This is an optimization exercise on Yosys and OpenROAD, whose aim is small area, a short achievable clock period and few clock cycles, not a production implementation.
Function was checked by simulation only, so behaviour that the tests miss may differ from the original.
No activity file was given, so power comes from the tool's default toggle rates.

Design lenet_classifier_top, start of the top module:
module lenet_classifier_top
(
	input  logic               i_sclk,
	input  logic               i_rstn,
	input  logic               i_in_valid,
	output logic               o_in_ready,
	input  logic [7:0]         i_in_data,
	output logic [LABEL_W-1:0] o_label,
	output logic               o_label_valid
);
For scale: roughly 11000 cells after synthesis, roughly 7500 flip-flops, ~17 I/O pins, roughly 180000 µm² of cells after synthesis.
==> flow/config.mk <==
export PLATFORM = sky130hd
export DESIGN_NAME = lenet_classifier_top
export DESIGN_NICKNAME = lenet_classifier_top
export VERILOG_FILES = /design/flow/design.v
export SDC_FILE = /design/flow/constraint.sdc
export NUM_CORES = 4
export LEC_CHECK = 0
export CAP_MARGIN = 20
export CORE_MARGIN = 2
export CORE_UTILIZATION = 70
export CTS_CLUSTER_DIAMETER = 100
export CTS_CLUSTER_SIZE = 32
export PLACE_DENSITY = 0.75
export SETUP_SLACK_MARGIN = 5
export SLEW_MARGIN = 20
==> flow/constraint.sdc <==
create_clock -name core_clock -period 10.0 [get_ports {i_sclk}]
set_input_delay 2.0000 -clock core_clock [delete_from_list [all_inputs] [get_ports {i_sclk}]]
set_output_delay 2.0000 -clock core_clock [all_outputs]
set_load 0.01 [all_outputs]
standard.sh (not shown) runs the stock make flow with config.mk's settings and CLKGATE_MAP_FILE= SYNTH_SCRIPT=/design/flow/synth_recipe.tcl, a recipe that flattens the netlist after the stock synthesis.
==> flow/flow/run.sh <==
#!/bin/bash
set -euo pipefail
bash standard.sh SETUP_SLACK_MARGIN=6.5 finish > flow_make.log 2>&1
The first run produced a clean layout.
Testbench counts at the start, summed over its fixed seeds: cycles 10,864.
Then changed:
- CTS_CLUSTER_DIAMETER: 100 -> not set
- CTS_CLUSTER_SIZE: 32 -> not set
Utilization goes up by 5.6 points.
Worst setup slack gets worse by 0.075 ns.
Global-route usage goes up by 4.1 points.
Flip-flop and latch count is unchanged.
Then changed:
==> flow/run.sh (new file) <==
#!/bin/bash
# synth_recipe.tcl (not shown) runs the flow's synth.tcl, then flattens the netlist and writes it again
# the make line also repeats each setting of config.mk as NAME=value (left out here)
make -C /OpenROAD-flow-scripts/flow DESIGN_CONFIG=/design/flow/config.mk WORK_HOME=/design/flow/orfs CLKGATE_MAP_FILE= SYNTH_SCRIPT=/design/flow/synth_recipe.tcl finish
removed: flow/flow/run.sh
removed: flow/standard.sh
What happened: Sequential share of layout area is about the same; power is about the same; clock skew barely changes; worst setup slack degrades by 0.64 ns; clock-buffer cell count is unchanged; worst hold slack stays flat; non-clock buffer count is lower by 1; via count stays flat; area after synthesis does not change; maximum frequency is lower by 15%.
Then changed:
- CTS_BUF_LIST: not set -> sky130_fd_sc_hd__clkbuf_8
- CTS_CLUSTER_SIZE: not set -> 24
Setup slack is better by 0.037 ns.
Sequential cell count stays the same.
Via count increases by 1.1%.
Cell count increases by 4.3%.
Global-route usage decreases by 1.3 points.
Cell area drops by 0.39%.
Die area stays the same.
Clock power shrinks by about 8%.
Clock skew climbs by 0.053 ns.
Count of clock-buffer cells in the layout climbs by 419.

== xenon ==
Another version of the RTL of lenet_classifier_top (not shown whole).
For scale: ~11000 cells after synthesis, about 7400 flip-flops, about 17 I/O pins, ~180000 um^2 of cells after synthesis.
export LEC_CHECK = 0
export CAP_MARGIN = 20
export CORE_MARGIN = 2
export CORE_UTILIZATION = 70
export PLACE_DENSITY = 0.75
export SETUP_SLACK_MARGIN = 5
export SLEW_MARGIN = 20
create_clock -name core_clock -period 10.0 [get_ports {i_sclk}]
==> flow/flow/run.sh <==
#!/bin/bash
# Standard ORFS layout with these changes in how it is made:
#  - ports are buffered with buf_4;
#  - clock tree synthesis without dummy loads and with larger sink clusters.
# The SDC (clock period, I/O delays) is the standard flow's, unchanged.
set -euo pipefail
bash standard.sh SETUP_SLACK_MARGIN=7.0 MATCH_CELL_FOOTPRINT=0 \
  "BUFFER_PORTS_ARGS=-buffer_cell sky130_fd_sc_hd__buf_4" \
  "CTS_ARGS=-sink_clustering_enable -repair_clock_nets -dont_use_dummy_load -sink_clustering_size 24 -sink_clustering_max_diameter 60" \
  finish > flow_make.log 2>&1
Testbench counts of xenon, summed over its fixed seeds: cycles 10,856.
## Diff of input files: raven against xenon
diff --git a/flow/flow/run.sh b/flow/flow/run.sh
--- a/flow/flow/run.sh
+++ b/flow/flow/run.sh
@@ -5,5 +5,5 @@
 # The SDC (clock period, I/O delays) is the standard flow's, unchanged.
 set -euo pipefail
-bash standard.sh SETUP_SLACK_MARGIN=7.0 MATCH_CELL_FOOTPRINT=0 \
+bash standard.sh SETUP_SLACK_MARGIN=6.6 MATCH_CELL_FOOTPRINT=0 \
   "BUFFER_PORTS_ARGS=-buffer_cell sky130_fd_sc_hd__buf_4" \
   "CTS_ARGS=-sink_clustering_enable -repair_clock_nets -dont_use_dummy_load -sink_clustering_size 24 -sink_clustering_max_diameter 60" \
### Flow results
Relative to xenon, the placer's final routability congestion estimate measured on raven has decreased by a few percent. Higher transition time of the tightest slew-check pin goes to raven over xenon. Summary of raven over xenon: post-route clock period utilization has increased, clock insertion delay at the later pin of the skew report has remained practically unchanged, post-synthesis mux area share has remained practically unchanged, net switching power figure has decreased, internal reg-to-reg setup slack has decreased. Against xenon as the reference, raven delivers a lower number of clock buffers in the layout. Looking only at worst setup slack, and setting everything else aside, the lower value of raven and xenon goes to raven. Diff xenon -> raven: sum of routed wire length over all layers lost about 3.4%; clock power share neither gained nor lost much.
#### Input delta (onyx over raven)
Settings: CORE_UTILIZATION now 78, was 70; PLACE_DENSITY now 0.82, was 0.75.
diff --git a/flow/flow/run.sh b/flow/flow/run.sh
--- a/flow/flow/run.sh
+++ b/flow/flow/run.sh
@@ -5,5 +5,5 @@
 # The SDC (clock period, I/O delays) is the standard flow's, unchanged.
 set -euo pipefail
-bash standard.sh SETUP_SLACK_MARGIN=6.6 MATCH_CELL_FOOTPRINT=0 \
+bash standard.sh SETUP_SLACK_MARGIN=6.8 MATCH_CELL_FOOTPRINT=0 \
   "BUFFER_PORTS_ARGS=-buffer_cell sky130_fd_sc_hd__buf_4" \
   "CTS_ARGS=-sink_clustering_enable -repair_clock_nets -dont_use_dummy_load -sink_clustering_size 24 -sink_clustering_max_diameter 60" \
--- outcome ---
Count of clock-buffer cells in the layout of onyx falls short of that of raven slightly. Comparing onyx against raven, there is no change at all in remaining antenna violation count. Comparing onyx with raven, the internal power consumption came out essentially unchanged. STATUS total die area: onyx wins against raven. Per the final summary, onyx finished and its layout is clean on timing, DRC and antenna. When onyx is set beside raven, its clock group share of total power turns out to be 0.7 points larger. onyx: combinational fraction of design power 0.2 points above raven. The cell area of raven and that of onyx are within noise of each other. Reported for onyx and raven, area share of fa/ha/maj cells after synthesis turned out identical to the last digit. Global-route usage (higher): onyx.
Inputs modified between onyx and zinc:
Settings: a change of CORE_UTILIZATION from 78 to 70; a change of PLACE_DENSITY from 0.82 to 0.75.
### Flow results
zinc finished end to end and its layout was clean on timing, DRC and antenna.
onyx completed end to end with timing, DRC and antenna clean.
Delta (zinc minus onyx): iteration-0 DRC count of the detailed router has decreased; number of H-tree levels did not really move; clock-buffer cell count picked up an extra 2.2%; die footprint grew by about 11%.
Changes observed in zinc relative to onyx: via count saw a decrease, cell area after layout saw little to no change, detailed-routed wire length on met2 saw a decrease.

[re-timing with driven ports]
The results above use ideal ports. As a check the final layouts listed here were re-extracted and re-timed, cells and wires unchanged.
Step 1, drivers: a clkbuf_16 drives i_sclk and a buf_2 each remaining input, both assumed.
Step 2 adds t to the input delays and takes it off the output delays; t is the mean of the earliest and latest rising clock arrival at the registers after step 1. Input paths then give back, and output paths get back, about the clock's delay inside the block.
Three values: no drivers, after step 1, after step 2; two values: the first two.
run	t (ns)	setup slack, ns	worst setup path at the end	worst slew at a driven data input, ns
the first run of note 1	1.024	6.295 / 6.204 / 5.587	input to register	0.06
the second run of note 1	1.111	6.220 / 6.124 / 5.500	input to register	0.06
the third run of note 1	1.107	5.579 / 5.646 / 4.540	input to register	0.06
the fourth run of note 1	1.304	5.616 / 5.526 / 4.546	input to register	0.06
xenon	1.046	6.542 / 6.446 / 5.970	input to register	0.14
raven	1.030	6.483 / 6.483 / 5.518	input to register	0.11
onyx	1.075	6.525 / 6.424 / 5.677	input to register	0.14
zinc	1.034	6.589 / 6.494 / 5.814	input to register	0.11
After both steps setup and hold are still met in every run listed. The setup slack of the fourth run of note 1, which loses most, moves by -0.090 ns with the drivers and by -1.070 ns with both steps.
